Context: an optimization exercise on an open-source flow, tuned for small area. The choices shown serve that exercise and are no tape-out recipe. The RTL was checked by simulation tests, not by an equivalence proof against the original design. Power and IR drop assume default switching activity.

==> flow/design.v, too long to show whole: its modules and the start of the top module <==
// module fast_frame_ctrl: 51 lines
// module fast_window: 63 lines
// module fast_segment_test: 3165 lines
// module fast_border_mask: 28 lines
// module fast_detector: 68 lines
module fast_detector #(
    parameter int IMG_WIDTH  = 32,
    parameter int IMG_HEIGHT = 24,
    parameter int EDGE       = 4,
    parameter int THRESHOLD  = 20
) (
    input  logic   i_clk,
    input  logic   i_rst_n,
    input  logic   i_valid,
    input  logic   i_start,
    input  logic [7:0]  i_pixel,
    output logic   o_ready,
    output logic   o_start,
    output logic   o_end,
    output logic   o_point_valid,
    output logic [28:0] o_point
);
  // ...
==> flow/flow/run.sh <==
#!/bin/bash
# Own flow: the standard layout (standard.sh, all ORFS steps and settings
# unchanged) with changes to the synthesis's mapping only:
#  - Yosys's synth runs with -noabc, so the explicit full adder equations of
#    the RTL reach extract_fa as written (no pre-mapping abc -fast pass that
#    inverts them);
#  - extract_fa extracts full adders only, leaving half adders to abc;
set -euo pipefail
W=$PWD
F=$W/flow
sed -e 's/extract_fa {\*}\[dont_use_extract_fa_args\]/extract_fa -fa/' \
    -e "s#  log_cmd abc {\*}\$abc_args#  log_cmd abc {*}[lreplace \$abc_args 1 1 $F/abc_area_relaxed.script]#" \
    "$FLOW_HOME/scripts/synth.tcl" > "$W/own_synth_core.tcl"
grep -q 'extract_fa -fa' "$W/own_synth_core.tcl"
grep -q 'abc_area_relaxed.script' "$W/own_synth_core.tcl"
{
    echo 'proc synth {args} { yosys synth -nofsm -noshare -noabc {*}$args }'
    echo "source $W/own_synth_core.tcl"
    tail -n +3 "$W/synth_recipe.tcl"
} > "$W/own_synth.tcl"
sed "s#SYNTH_SCRIPT=[^ ]*#SYNTH_SCRIPT=$W/own_synth.tcl#" "$W/standard.sh" > "$W/own_standard.sh"
grep -q "SYNTH_SCRIPT=$W/own_synth.tcl" "$W/own_standard.sh"
export CTS_ARGS="-sink_clustering_enable -repair_clock_nets -sink_clustering_size 28 -sink_clustering_max_diameter 90 -buf_list sky130_fd_sc_hd__clkbuf_16 -dont_use_dummy_load"
export BUFFER_PORTS_ARGS="-buffer_cell sky130_fd_sc_hd__buf_1"
bash "$W/own_standard.sh" finish > "$W/own_flow_make.log" 2>&1
==> flow/flow/abc_area_relaxed.script <==
&get -n
&st
&dch
&nf
&st
&syn2
&if -g -K 6
&synch2
&nf
&st
&syn2
&if -g -K 6
&synch2
&nf
&st
&dch -f
&nf -a
&st
&dch -f
&nf -p -R 100
&put
topo
stime -c
==> flow/standard.sh <==
#!/bin/bash
# synth_recipe.tcl (not shown) runs the flow's synth.tcl, then flattens the netlist and writes it again
# the make line also repeats each setting of config.mk as NAME=value (left out here)
make -C /OpenROAD-flow-scripts/flow DESIGN_CONFIG=/design/flow/config.mk WORK_HOME=/design/flow/orfs CLKGATE_MAP_FILE= SYNTH_SCRIPT=/design/flow/synth_recipe.tcl "${@:-finish}"
==> flow/config.mk <==
export PLATFORM = sky130hd
export DESIGN_NAME = fast_detector
export DESIGN_NICKNAME = fast_detector
export VERILOG_FILES = /design/flow/design.v
export SDC_FILE = /design/flow/constraint.sdc
export NUM_CORES = 4
export LEC_CHECK = 0
export CAP_MARGIN = 20
export CORE_MARGIN = 2
export CORE_UTILIZATION = 65
export GPL_ROUTABILITY_DRIVEN = 0
export GPL_TIMING_DRIVEN = 0
export PLACE_DENSITY = 0.75
export SLEW_MARGIN = 20
==> flow/constraint.sdc <==
create_clock -name core_clock -period 20.0 [get_ports {i_clk}]
set_input_delay 4.0000 -clock core_clock [delete_from_list [all_inputs] [get_ports {i_clk}]]
set_output_delay 4.0000 -clock core_clock [all_outputs]
set_load 0.01 [all_outputs]
==> summary.md, run 1 <==
| Metric | Value |
|---|---|
| Commonest non-fill, non-tap cell in the layout | `edfxtp_1` |
| Outcome | `timing/DRC/antenna clean` |
| Final Hold Viols | `0` |
| Inverters | `55` |
| P_sw | `2.17 mW` |
| Area-dominant class | `sequential cells` |
| Slowest Stage Delay on Critical Path | `870 ps` |
| Post-synth cell types | `50` |
| Gate Count Post-Synth | `2771` |
| Post-CTS resize count | `0` |
| Synthesized flop and latch total | `1484` |
| Layout Nets | `3265` |
| Top power group | `registers` |
| Fill count | `4927` |
| Vias in the first global route | `24934` |
| Combinational Power Share | `0.285` |
| Mapped Avg Cell Area | `20.2 um2` |
| Die area | `88500 um2` |
| FF+latch count | `1484` |
| WL met3 | `7290 um` |
| Synth Flop Type | `edfxtp_1` |
| WHS Endpoint | `i_fast_window.chain_a2[189]` |
| Largest family of logic cells by synthesized area | `adder cells` |
| FMAX | `69.7 MHz` |
| Die width | `298 um` |
| Congestion Overflow GR | `0` |
| Leakage | `17.9 nW` |
| Clock transition at path regs | `100 ps` |
| M2 GR Usage | `0.352` |
| CP Class | `reg -> reg` |
| Dpl cell area | `58900 um2` |
| DRC | `0` |
| CTS tree | `yes` |
| Clock Tree Buf Depth | `3` |
| Seq/total area | `0.735` |
| Critical Path Sink | `i_fast_border_mask.score_q[1]` |
| Worst hold path depth | `0` |
| Post-Layout Inst Area | `60400 um2` |
| Hold Buf Count CTS | `0` |
==> run 2, diff against run 1 <==
--- a/flow/config.mk
+++ b/flow/config.mk
@@ -8,7 +8,5 @@
 export CAP_MARGIN = 20
 export CORE_MARGIN = 2
 export CORE_UTILIZATION = 65
-export GPL_ROUTABILITY_DRIVEN = 0
-export GPL_TIMING_DRIVEN = 0
-export PLACE_DENSITY = 0.75
+export PLACE_DENSITY = 0.85
 export SLEW_MARGIN = 20
==> run 2 against run 1 <==
  * Routed wire length increased by 37%
  * Worst hold slack got worse by 18 ps
  * Clock-buffer cell count did not move
  * Highest routed layer is now met5
==> summary.md, run 2 <==
| Metric | Value |
|---|---|
| Root buffer cell | `clkbuf_16 (unchanged)` |
| Hold Buf Count CTS | `0 (unchanged)` |
| H-tree Lvls | `2 (unchanged)` |
| Starting DRT DRC Count | `3930 (was 2975)` |
| Clock transition at path regs | `110 ps (was 100 ps)` |
| Asr flop ratio synth | `0.00135 (unchanged)` |
| Fin Hold WS | `367 ps (was 385 ps)` |
| Detail Route Antenna Nets | `0 (unchanged)` |
| CP required | `20550 ps (was 20480 ps)` |
| Min Tclk post-route | `14050 ps (was 14340 ps)` |
| Max Slew Vio Count | `0 (unchanged)` |
| Most frequent cells in the layout | `edfxtp_1, fa_1, nor2_1, and3_1, nand2_1 (unchanged)` |
| Count leader, synth | `edfxtp_1 (unchanged)` |
| Min setup slack post-route | `5950 ps (was 5660 ps)` |
| FMAX | `71.2 MHz (was 69.7 MHz)` |
| Area occupied by multi-input gates | `11500 um2 (about the same)` |
| Number of setup buffers added after CTS | `0 (unchanged)` |
| Sequential-to-total area share from yosys stat | `0.792 (unchanged)` |
| Finished Core Util | `0.696 (was 0.708)` |
| Synthesized flop and latch total | `1484 (unchanged)` |
| R2R Setup Slk | `5950 ps (was 5660 ps)` |
| Die area | `88500 um2 (unchanged)` |
| Clock latency at the later pin of the worst-skew pair | `710 ps (was 680 ps)` |
| DRC | `0 (unchanged)` |
| RSZ-0062 raised after global routing | `no (unchanged)` |
| Top layer reached by signal wires | `met5 (was met4)` |
| Post-CTS resize count | `0 (unchanged)` |
| Final setup viols | `0 (unchanged)` |
| Maxcap violations | `0 (unchanged)` |
| Final Hold Viols | `0 (unchanged)` |
| Arrival @ worst endpoint | `14590 ps (was 14820 ps)` |
| Post-synth cell types | `50 (unchanged)` |
| Starting density of the core | `0.657 (unchanged)` |
| Max reg flops | `944 (unchanged)` |
| Post-route clock period utilization | `0.702 (was 0.717)` |
| Top reg by flops | `i_fast_window.chain_a1 (unchanged)` |
| Clock Tree Buf Depth | `3 (unchanged)` |
| Synthesized area | `56000 um2 (unchanged)` |
| Post-synth top cells | `edfxtp_1, fa_1, nor2_1 (unchanged)` |
| Synth-to-Final Area Change | `6.05% (was 7.84%)` |
| Synth warnings | `4 (unchanged)` |
| First-pass GRT wire length | `193000 um (was 150000 um)` |
| Worst-Margin Slew | `1210 ps (was 1120 ps)` |
| M1 WL | `48300 um (was 40400 um)` |
| Fill count | `4886 (was 4927)` |
| Tot GR Track Use | `0.314 (was 0.227)` |
| Top Ports | `45 (unchanged)` |
| Hpwl dp | `92300 um (was 65800 um)` |
| Congestion Overflow GR | `0 (unchanged)` |
| Final GP Congestion | `0.980` |
| Die width | `298 um (unchanged)` |
| Share of the synthesized area in the top cell type | `0.785 (unchanged)` |
| CP Class | `reg -> reg (unchanged)` |
| Gate Count Post-Synth | `2771 (unchanged)` |
| Commonest non-fill, non-tap cell in the layout | `edfxtp_1 (unchanged)` |
| CP max-delay cell | `o31ai_1 (was o21ai_0)` |
| R2R depth | `36 (was 37)` |
| Met2 Routed Length | `67900 um (was 46300 um)` |
| Critical path's most frequent cell | `fa_1 (unchanged)` |
| Initial antenna violation count | `6 (was 1)` |
| Worst hold path depth | `0 (unchanged)` |
| Outcome | `timing/DRC/antenna clean (unchanged)` |
| Post-place setup slack | `6520 ps (was 5590 ps)` |
| Biggest regs | `i_fast_window.chain_a1: 944 flops, i_fast_window.chain_a2: 272 flops, i_fast_window.chain_b: 208 flops (unchanged)` |
| Cell taking the most area after synthesis | `edfxtp_1 (unchanged)` |
| Synth Flop Type | `edfxtp_1 (unchanged)` |
| Slew headroom | `0.184 (was 0.249)` |
| Crit end category | `flip-flop (unchanged)` |
| Routed vias/inst | `6.39 (was 6.01)` |
| TritonCTS Buffers | `60 (unchanged)` |
| Clock sink total | `1484 (unchanged)` |
| CTS tree | `yes (unchanged)` |
| Post-synth EDFFs | `1464 (unchanged)` |
| CP max FO | `36 (was 19)` |
| Proportion of layout cells with a drive suffix above 1 | `0.0349 (was 0.0495)` |
| Leakage | `17.5 nW (was 17.9 nW)` |
| Worst hold path type | `reg -> reg (unchanged)` |
| Mapped Avg Cell Area | `20.2 um2 (unchanged)` |
| Reg area | `44400 um2 (unchanged)` |
| Final setup TNS | `0 ps (unchanged)` |
| Slowest Stage Delay on Critical Path | `990 ps (was 870 ps)` |
| Layout Nets | `3228 (was 3265)` |
| Detailed Routing Iterations Pass 1 | `8 (was 9)` |
| Largest net degree at the start of global routing | `209 (was 63)` |
| Peak supply drop | `259 uV (was 154 uV)` |
| WL met3 | `11500 um (was 7290 um)` |
| Startpoint type of the worst setup path | `flip-flop (unchanged)` |
| Synth top area cells | `edfxtp_1, fa_1, nor2_1 (unchanged)` |
| Core region area | `85300 um2 (unchanged)` |
| Die Y | `298 um (unchanged)` |
| Final Skew | `103 ps (was 54.0 ps)` |
| Vias post-DR | `25820 (was 24488)` |
| Port buffer count | `34 (unchanged)` |
| Vias in the first global route | `26699 (was 24934)` |
| Cell Rows | `107 (unchanged)` |
| Pwr/cell area | `125 nW/um2 (was 122 nW/um2)` |
| Average wire per standard cell | `33.6 um (was 24.3 um)` |
| Routed WL | `136000 um (was 99100 um)` |
run 2: cell types whose count changed in the layout (fill, tap and decap cells not counted), sizes merged:
cell,before,now
buf,99,60
diode,0,2
clkbuf,60,62
run 2: kinds of logic (layout without fill, tap and decap cells):
group,Yosys count,after routing,synth area share
other,1,12,0.0000670
xor gates and xnor gates,48,48,0.00751
buffers and inverters,65,177,0.00503
DFF,1484,1484,0.792
muxes,4,4,0.000760
adders and majority gates,322,322,0.115
and+or+nand+nor,670,670,0.0604
AOI/OAI and AO/OA,177,177,0.0189
run 2: critical path: cells and delay by family (launching register included):
kind	cells	cell delay [ps]
adder cells (fa/ha/maj)	16	7530
AO/OA/AOI/OAI	9	3130
AND/OR/NAND/NOR	7	1530
buffers and inverters	3	850
multiplexers	1	460
flip-flops	1	370
run 2: area by class of cell:
cell class | count | area share
Antenna cell | 2 | 0.0000843
Clock buffer | 60 | 0.0253
Inverter | 55 | 0.00348
Multi-Input combinational cell | 1231 | 0.193
Sequential cell | 1484 | 0.747
Tap cell | 1144 | 0.0241
Timing Repair Buffer | 62 | 0.00676
run 2: final timing paths:
| kind | startpoint | end |
|---|---|---|
| worst max-delay path | i_fast_window.chain_a1[720] | i_fast_border_mask.score_q[4] |
| worst min-delay path | i_fast_window.chain_a1[158] | i_fast_window.chain_a1[166] |
| worst max register to register | i_fast_window.chain_a1[720] | i_fast_border_mask.score_q[4] |
| worst min register to register | i_fast_window.chain_a1[158] | i_fast_window.chain_a1[166] |
| max in group asynchronous | i_rst_n | i_fast_frame_ctrl.vq |
| min in group asynchronous | i_rst_n | i_fast_frame_ctrl.active |
run 2: power by group:
group	internal (mW)	leakage, nW	switching [mW]
logic	0.730	5.56	1.34
registers	3.84	11.2	0.123
clock network	0.537	0.739	0.857
total	5.10	17.5	2.32
run 2: through the flow:
step	total power, mW	area, um2	instances
after floorplan	5.62	56000	2780
after global placement	5.92	57900	3975
after detailed placement	6.04	57900	3975
after CTS	7.42	59400	4035
after global routing	7.74	59400	4036
final	7.42	59400	4038
run 2: metal layers:
metal	global-route usage	up-vias
met1	0.400	13107
met3	0.0616	443
met5	0	-
met2	0.532	1714
met4	0.138	8
li1	-	10548
==> run 3, diff against run 2 <==
--- a/flow/config.mk
+++ b/flow/config.mk
@@ -7,6 +7,6 @@
 export LEC_CHECK = 0
 export CAP_MARGIN = 20
 export CORE_MARGIN = 2
-export CORE_UTILIZATION = 65
-export PLACE_DENSITY = 0.85
+export CORE_UTILIZATION = 70
+export PLACE_DENSITY = 0.8
 export SLEW_MARGIN = 20
==> run 3 against run 2 <==
  * Core utilization grew 5.4 points
  * Non-clock buffer count grew 8
  * Largest power group unchanged
  * Design area is essentially flat
==> summary.md, run 3 <==
| Metric | Value |
|---|---|
| Final GP Congestion | `0.983 (was 0.980)` |
| Tot Pwr | `7.46 mW (was 7.42 mW)` |
| Clock latency at the later pin of the worst-skew pair | `730 ps (was 710 ps)` |
| Final setup viols | `0 (unchanged)` |
| Final Hold Viols | `0 (unchanged)` |
| Startpoint type of the worst setup path | `flip-flop (unchanged)` |
| Synthesized area | `56000 um2 (unchanged)` |
| Synth Flop Type | `edfxtp_1 (unchanged)` |
| Hold path start | `i_fast_window.chain_a1[31] (was i_fast_window.chain_a1[158])` |
| CP max FO | `36 (unchanged)` |
| Most frequent cells in the layout | `edfxtp_1, fa_1, nor2_1, and3_1, nand2_1 (unchanged)` |
| Crit path from | `i_fast_window.chain_a1[720] (unchanged)` |
| Layout Nets | `3236 (was 3228)` |
| Die area | `82300 um2 (was 88500 um2)` |
| Synth top area cells | `edfxtp_1, fa_1, nor2_1 (unchanged)` |
| Initial antenna violation count | `15 (was 6)` |
| Tot GR Track Use | `0.367 (was 0.314)` |
| Cell taking the most area after synthesis | `edfxtp_1 (unchanged)` |
| Die width | `287 um (was 298 um)` |
| Min Tclk post-route | `14550 ps (was 14050 ps)` |
| Worst-Margin Slew | `1170 ps (was 1210 ps)` |
| Slowest Stage Delay on Critical Path | `830 ps (was 990 ps)` |
| Top reg by flops | `i_fast_window.chain_a1 (unchanged)` |
| Largest net degree at the start of global routing | `223 (was 209)` |
| Hpwl dp | `96600 um (was 92300 um)` |
| Cell Rows | `103 (was 107)` |
| Starting density of the core | `0.708 (was 0.657)` |
| Min setup slack post-route | `5450 ps (was 5950 ps)` |
| Post-CTS resize count | `0 (unchanged)` |
| FMAX | `68.7 MHz (was 71.2 MHz)` |
| Post-place setup slack | `5910 ps (was 6520 ps)` |
| Commonest non-fill, non-tap cell in the layout | `edfxtp_1 (unchanged)` |
| Asr flop ratio synth | `0.00135 (unchanged)` |
| CP Class | `reg -> reg (unchanged)` |
| Final Skew | `99.2 ps (was 103 ps)` |
| Proportion of layout cells with a drive suffix above 1 | `0.0369 (was 0.0349)` |
| Gate Count Post-Synth | `2771 (unchanged)` |
| Vias in the first global route | `27755 (was 26699)` |
| Post-synth cell types | `50 (unchanged)` |
| Synth-to-Final Area Change | `6.04% (was 6.05%)` |
| Post-route clock period utilization | `0.728 (was 0.702)` |
| Crit end category | `flip-flop (unchanged)` |
| Routed WL | `147000 um (was 136000 um)` |
| Worst r2r src | `i_fast_window.chain_a1[720] (unchanged)` |
| CTS tree | `yes (unchanged)` |
| Clock transition at path regs | `100 ps (was 110 ps)` |
| Synth warnings | `4 (unchanged)` |
| Peak supply drop | `329 uV (was 259 uV)` |
| Critical path's most frequent cell | `fa_1 (unchanged)` |
| Number of setup buffers added after CTS | `0 (unchanged)` |
| Count leader, synth | `edfxtp_1 (unchanged)` |
| Biggest regs | `i_fast_window.chain_a1: 944 flops, i_fast_window.chain_a2: 272 flops, i_fast_window.chain_b: 208 flops (unchanged)` |
| First-pass GRT wire length | `204000 um (was 193000 um)` |
| Slew headroom | `0.215 (was 0.184)` |
| Average wire per standard cell | `37.1 um (was 33.6 um)` |
| CP required | `20580 ps (was 20550 ps)` |
| Port buffer count | `34 (unchanged)` |
| Routed vias/inst | `6.95 (was 6.39)` |
| Final setup TNS | `0 ps (unchanged)` |
| Top Ports | `45 (unchanged)` |
| Root buffer cell | `clkbuf_16 (unchanged)` |
| Mapped Avg Cell Area | `20.2 um2 (unchanged)` |
| Vias post-DR | `27476 (was 25820)` |
| H-tree Lvls | `2 (unchanged)` |
| Core region area | `79100 um2 (was 85300 um2)` |
| Congestion Overflow GR | `0 (unchanged)` |
| CP max-delay cell | `fa_1 (was o31ai_1)` |
| Pwr/cell area | `126 nW/um2 (was 125 nW/um2)` |
| Synthesized flop and latch total | `1484 (unchanged)` |
| Detail Route Antenna Nets | `0 (unchanged)` |
| Sequential-to-total area share from yosys stat | `0.792 (unchanged)` |
| Die Y | `287 um (was 298 um)` |
| DRC | `0 (unchanged)` |
| Leakage | `17.5 nW (about the same)` |
| TritonCTS Buffers | `60 (unchanged)` |
| Arrival @ worst endpoint | `15130 ps (was 14590 ps)` |
| Maxcap violations | `0 (unchanged)` |
| Clock Tree Buf Depth | `3 (unchanged)` |
| Max Slew Vio Count | `0 (unchanged)` |
| Post-synth EDFFs | `1464 (unchanged)` |
| Outcome | `timing/DRC/antenna clean (unchanged)` |
| Hold Buf Count CTS | `0 (unchanged)` |
| Worst hold path type | `reg -> reg (unchanged)` |
| Clock sink total | `1484 (unchanged)` |
| Share of the synthesized area in the top cell type | `0.785 (unchanged)` |
| Post-synth top cells | `edfxtp_1, fa_1, nor2_1 (unchanged)` |
| Max reg flops | `944 (unchanged)` |
| RSZ-0062 raised after global routing | `no (unchanged)` |
| Starting DRT DRC Count | `5260 (was 3930)` |
| Detailed Routing Iterations Pass 1 | `13 (was 8)` |
## run 3: cell counts after synthesis
No cell type changed its count.
## run 3: worst paths after layout
check | cells past startpoint | slack [ps] | endpoint
setup / recovery | 38 | 5450 | i_fast_border_mask.score_q[4]
hold / removal | 0 | 360 | i_fast_window.chain_a1[39]
setup reg to reg | 38 | 5450 | i_fast_border_mask.score_q[4]
hold reg to reg | 0 | 360 | i_fast_window.chain_a1[39]
max in group asynchronous | 1 | 16750 | i_fast_frame_ctrl.active
min in group asynchronous | 1 | 3120 | i_fast_frame_ctrl.vq
## run 3: logic make-up after synthesis
kind of cell / count (synthesis) / share of synthesized area
compound gates: 177 / 0.0189
xor+xnor: 48 / 0.00751
fa+ha+maj: 322 / 0.115
buf+inv: 65 / 0.00503
flops: 1484 / 0.792
mux: 4 / 0.000760
other cells: 1 / 0.0000670
simple gates: 670 / 0.0604
## run 3: metal layers
| metal | vias to the layer above | track usage | part of all wire |
|---|---|---|---|
| met1 | 13585 | 0.433 | 0.32 |
| met5 | - | 0.00116 | 0.00047 |
| li1 | 10556 | - | - |
| met4 | 10 | 0.262 | 0.095 |
| met2 | 2497 | 0.570 | 0.46 |
| met3 | 828 | 0.127 | 0.12 |
## run 3: per-stage QoR
step	cells	hold WS (ps)	util	cell area, um2
6_report	3955	364	0.751	59400
5_1_grt	3950	358	0.750	59400
4_1_cts	3944	368	0.748	59200
3_5_place_dp	3884	405	0.729	57700
3_3_place_gp	3884	400	0.729	57700
2_1_floorplan	2780	400	-	56000
## run 3: critical path, delay by kind of cell (launching register included)
family,cells,cell delay [ps]
muxes,1,430
adders and majority gates,16,7930
DFF,1,380
and+or+nand+nor,8,1840
buffers and inverters,3,920
AOI/OAI and AO/OA,10,2900
## run 3: report_power, final
| part | switching, mW | internal [mW] |
|---|---|---|
| clock | 0.881 | 0.538 |
| combinational | 1.34 | 0.737 |
| sequential | 0.138 | 3.83 |
| total | 2.36 | 5.11 |
## run 3: layout make-up
cell class | instances | area (um2)
inverters | 55 | 206
well taps | 1050 | 1310
diodes | 5 | 12.5
clock buffers | 60 | 1500
repair buffers | 70 | 529
multi-input cells | 1231 | 11500
fillers | 4053 | 19700
flip-flops and latches | 1484 | 44400
==> run 4, diff against run 3 <==
--- a/flow/config.mk
+++ b/flow/config.mk
@@ -7,6 +7,9 @@
 export LEC_CHECK = 0
 export CAP_MARGIN = 20
 export CORE_MARGIN = 2
-export CORE_UTILIZATION = 70
-export PLACE_DENSITY = 0.8
+export CORE_UTILIZATION = 65
+export CTS_BUF_LIST = sky130_fd_sc_hd__clkbuf_16
+export CTS_CLUSTER_DIAMETER = 90
+export CTS_CLUSTER_SIZE = 28
+export PLACE_DENSITY = 0.85
 export SLEW_MARGIN = 20
==> run 4 against run 3 <==
  * Synthesized cell count is the same
  * Routed wire length shrank 7.7%
  * Via count shrank 6.0%
  * Critical path depth down 2
  * Sequential share of layout area is essentially flat
  * Clock-buffer cell count unchanged
  * Non-clock buffer count decreased by 8
  * First-iteration DRC count down 25%
  * Register-to-register slack better by 500 ps
  * Global-route usage decreased by 5.3 points
  * Critical endpoint unchanged
==> summary.md, run 4 <==
| Metric | Value |
|---|---|
| Outcome | `timing/DRC/antenna clean (unchanged)` |
| Worst hold path depth | `0 (unchanged)` |
| Count leader, synth | `edfxtp_1 (unchanged)` |
| R2R depth | `36 (was 38)` |
| Final setup TNS | `0 ps (unchanged)` |
| Post-synth EDFFs | `1464 (unchanged)` |
| CP Class | `reg -> reg (unchanged)` |
| Arrival @ worst endpoint | `14590 ps (was 15130 ps)` |
| Hpwl dp | `92300 um (was 96600 um)` |
| Number of setup buffers added after CTS | `0 (unchanged)` |
| Gate Count Post-Synth | `2771 (unchanged)` |
| CTS tree | `yes (unchanged)` |
| R2R Setup Slk | `5950 ps (was 5450 ps)` |
| Synthesized flop and latch total | `1484 (unchanged)` |
| Top reg by flops | `i_fast_window.chain_a1 (unchanged)` |
| Die Y | `298 um (was 287 um)` |
| Worst-Margin Slew | `1210 ps (was 1170 ps)` |
| Worst r2r src | `i_fast_window.chain_a1[720] (unchanged)` |
| Core region area | `85300 um2 (was 79100 um2)` |
| Vias in the first global route | `26699 (was 27755)` |
| Port buffer count | `34 (unchanged)` |
| Mapped Avg Cell Area | `20.2 um2 (unchanged)` |
| Pwr/cell area | `125 nW/um2 (was 126 nW/um2)` |
| CP required | `20550 ps (was 20580 ps)` |
| Buf+Inv Stages, Crit Path | `3 (unchanged)` |
| Slew headroom | `0.184 (was 0.215)` |
| Startpoint type of the worst setup path | `flip-flop (unchanged)` |
| Clock Tree Buf Depth | `3 (unchanged)` |
| Clock share of power | `0.188 (was 0.190)` |
| Max Slew Vio Count | `0 (unchanged)` |
| Crit path max-delay family | `adder cells (unchanged)` |
| Post-Layout Inst Area | `59400 um2 (about the same)` |
| Synth warnings | `4 (unchanged)` |
| Leakage | `17.5 nW (about the same)` |
| RSZ-0062 raised after global routing | `no (unchanged)` |
| Post-synth cell types | `50 (unchanged)` |
| FMAX | `71.2 MHz (was 68.7 MHz)` |
| Area occupied by multi-input gates | `11500 um2 (about the same)` |
| Sequential-to-total area share from yosys stat | `0.792 (unchanged)` |
| Hold Buf Count CTS | `0 (unchanged)` |
| Commonest non-fill, non-tap cell in the layout | `edfxtp_1 (unchanged)` |
| Levels on crit path | `36 (was 38)` |
| Synth Flop Type | `edfxtp_1 (unchanged)` |
| Root buffer cell | `clkbuf_16 (unchanged)` |
| Peak supply drop | `259 uV (was 329 uV)` |
| Sw frac | `0.312 (was 0.316)` |
| Average wire per standard cell | `33.6 um (was 37.1 um)` |
| Die area | `88500 um2 (was 82300 um2)` |
| Clock sink total | `1484 (unchanged)` |
| Tot Pwr | `7.42 mW (was 7.46 mW)` |
| Placed Instances | `3975 (was 3884)` |
| Post-synth top cells | `edfxtp_1, fa_1, nor2_1 (unchanged)` |
| Combinational Power Share | `0.279 (was 0.278)` |
| Routed vias/inst | `6.39 (was 6.95)` |
| H-tree Lvls | `2 (unchanged)` |
| Slowest Stage Delay on Critical Path | `990 ps (was 830 ps)` |
| Cell Rows | `107 (was 103)` |
| Biggest regs | `i_fast_window.chain_a1: 944 flops, i_fast_window.chain_a2: 272 flops, i_fast_window.chain_b: 208 flops (unchanged)` |
| Starting density of the core | `0.657 (was 0.708)` |
| Die width | `298 um (was 287 um)` |
| Detailed Routing Iterations Pass 1 | `8 (was 13)` |
| Dpl cell area | `57900 um2 (was 57700 um2)` |
| Post-CTS resize count | `0 (unchanged)` |
| Reg area | `44400 um2 (unchanged)` |
| Seq pwr share | `0.534 (was 0.532)` |
| Post-route clock period utilization | `0.702 (was 0.728)` |
| CP max-delay cell | `o31ai_1 (was fa_1)` |
| Most frequent cells in the layout | `edfxtp_1, fa_1, nor2_1, and3_1, nand2_1 (unchanged)` |
| Largest net degree at the start of global routing | `209 (was 223)` |
| Critical path's most frequent cell | `fa_1 (unchanged)` |
| Synthesized area | `56000 um2 (unchanged)` |
| Vias post-DR | `25820 (was 27476)` |
| Tot GR Track Use | `0.314 (was 0.367)` |
| Final setup viols | `0 (unchanged)` |
| Proportion of layout cells with a drive suffix above 1 | `0.0349 (was 0.0369)` |
| Crit end category | `flip-flop (unchanged)` |
| Clock transition at path regs | `110 ps (was 100 ps)` |
| Synth top area cells | `edfxtp_1, fa_1, nor2_1 (unchanged)` |
| Initial antenna violation count | `6 (was 15)` |
| Min Tclk post-route | `14050 ps (was 14550 ps)` |
| Top Ports | `45 (unchanged)` |
| Asr flop ratio synth | `0.00135 (unchanged)` |
| Congestion Overflow GR | `0 (unchanged)` |
| Final Hold Viols | `0 (unchanged)` |
| P_sw | `2.32 mW (was 2.36 mW)` |
| Final Skew | `103 ps (was 99.2 ps)` |
| Synth-to-Final Area Change | `6.05% (was 6.04%)` |
| Share of the synthesized area in the top cell type | `0.785 (unchanged)` |
| CP max FO | `36 (unchanged)` |
| Final cell count without fillers | `4038 (was 3955)` |
| Cell taking the most area after synthesis | `edfxtp_1 (unchanged)` |
| First-pass GRT wire length | `193000 um (was 204000 um)` |
| Critical Path Sink | `i_fast_border_mask.score_q[4] (unchanged)` |
| Worst r2r dst | `i_fast_border_mask.score_q[4] (unchanged)` |
| Clock latency at the later pin of the worst-skew pair | `710 ps (was 730 ps)` |
| Max reg flops | `944 (unchanged)` |
| Maxcap violations | `0 (unchanged)` |
| Detail Route Antenna Nets | `0 (unchanged)` |
| Final GP Congestion | `0.980 (was 0.983)` |
| Fill count | `4886 (was 4053)` |
| Routed WL | `136000 um (was 147000 um)` |
| Worst hold path type | `reg -> reg (unchanged)` |
| Starting DRT DRC Count | `3930 (was 5260)` |
| Layout Nets | `3228 (was 3236)` |
| DRC | `0 (unchanged)` |
| P_int | `5.10 mW (was 5.11 mW)` |
| TritonCTS Buffers | `60 (unchanged)` |
| Crit path from | `i_fast_window.chain_a1[720] (unchanged)` |
[run 4: cell count changes in the layout (fill, tap and decap cells not counted), moves of 2 or more]
cell / before / now
diode_2: 5 / 2
buf_6: 8 / 4
nor4_1: 22 / 20
buf_16: 4 / 0
nor4_2: 0 / 2
buf_12: 2 / 4
buf_2: 2 / 0
[run 4: power groups by stage]
stage / registers (mW) / logic [mW] / clock network (mW)
2_1_floorplan: 4.25 / 1.37 / 0
3_3_place_gp: 3.98 / 1.94 / 0
3_5_place_dp: 4.01 / 2.03 / 0
4_1_cts: 3.96 / 2.03 / 1.42
5_1_grt: 3.98 / 2.26 / 1.50
6_report: 3.96 / 2.07 / 1.39
[run 4: worst min path at each step]
stage	start	endpoint	slack (ps)
6_report	i_fast_window.chain_a1[158]	i_fast_window.chain_a1[166]	370
4_1_cts	i_fast_window.chain_a1[47]	i_fast_window.chain_a1[55]	350
2_1_floorplan	i_fast_window.chain_a1[92]	i_fast_window.chain_a1[100]	400
3_5_place_dp	i_fast_window.chain_a1[247]	i_fast_window.chain_a1[255]	400
5_1_grt	i_fast_window.chain_a1[31]	i_fast_window.chain_a1[39]	380
3_3_place_gp	i_fast_window.chain_a1[407]	i_fast_window.chain_a1[415]	400
[run 4: routing by layer]
| layer | global-route usage | up-vias | wire length [um] | share of wire |
|---|---|---|---|---|
| li1 | - | 10548 | - | - |
| met1 | 0.400 | 13107 | 48300 | 0.36 |
| met2 | 0.532 | 1714 | 67900 | 0.50 |
| met3 | 0.0616 | 443 | 11500 | 0.084 |
| met4 | 0.138 | 8 | 7930 | 0.058 |
| met5 | 0 | - | 57 | 0.00042 |
[run 4: cells by family after synthesis]
family / share of synthesized area
buffers and inverters: 0.00503
other: 0.0000670
multiplexers: 0.000760
AO/OA/AOI/OAI: 0.0189
AND/OR/NAND/NOR: 0.0604
XOR/XNOR: 0.00751
adder cells (fa/ha/maj): 0.115
flip-flops: 0.792
[run 4: per-stage QoR]
stage | hold slack (ps) | utilization | setup slack, ps
4_1_cts | 353 | 0.696 | 6260
3_3_place_gp | 400 | 0.678 | 6910
5_1_grt | 376 | 0.696 | 5400
6_report | 367 | 0.696 | 5950
2_1_floorplan | 400 | - | 3710
3_5_place_dp | 405 | 0.679 | 6520
[run 4: final cells by class]
cell class	instances	area share
antenna	2	0.0000843
clock buffer	60	0.0253
inverter	55	0.00348
multi-input combinational	1231	0.193
sequential	1484	0.747
tap	1144	0.0241
timing repair buffer	62	0.00676

[static timing again, ports no longer ideal]
The flow's constraints put no driver on any port. The routed layouts listed below were extracted and timed again, unchanged, in two steps.
Step 1 (the two cells are an assumption about what drives the block):
set clk [get_ports {i_clk}]
set_driving_cell -lib_cell sky130_fd_sc_hd__clkbuf_16 $clk
set_driving_cell -lib_cell sky130_fd_sc_hd__buf_2 [delete_from_list [all_inputs] $clk]
Step 2 moves the port delays by t, midway between the first and last clock arrival at a register: inputs arrive t later, outputs are due t later. That takes back most of the time a late clock gives input paths.
a / b / c = ideal / step 1 / step 2; a / b = the first two.
| run | shift t [ns] | setup slack, ns | worst setup path after step 2 | cell pins on the clock port's net |
|---|---|---|---|---|
| run 1 | 0.709 | 5.655 / 5.655 / 5.655 | register to register | 1 |
| run 2 | 0.714 | 5.952 / 5.952 / 5.952 | register to register | 1 |
| run 3 | 0.748 | 5.449 / 5.449 / 5.449 | register to register | 1 |
| run 4 | 0.714 | 5.952 / 5.952 / 5.952 | register to register | 1 |
After both steps setup and hold are still met in every run listed.
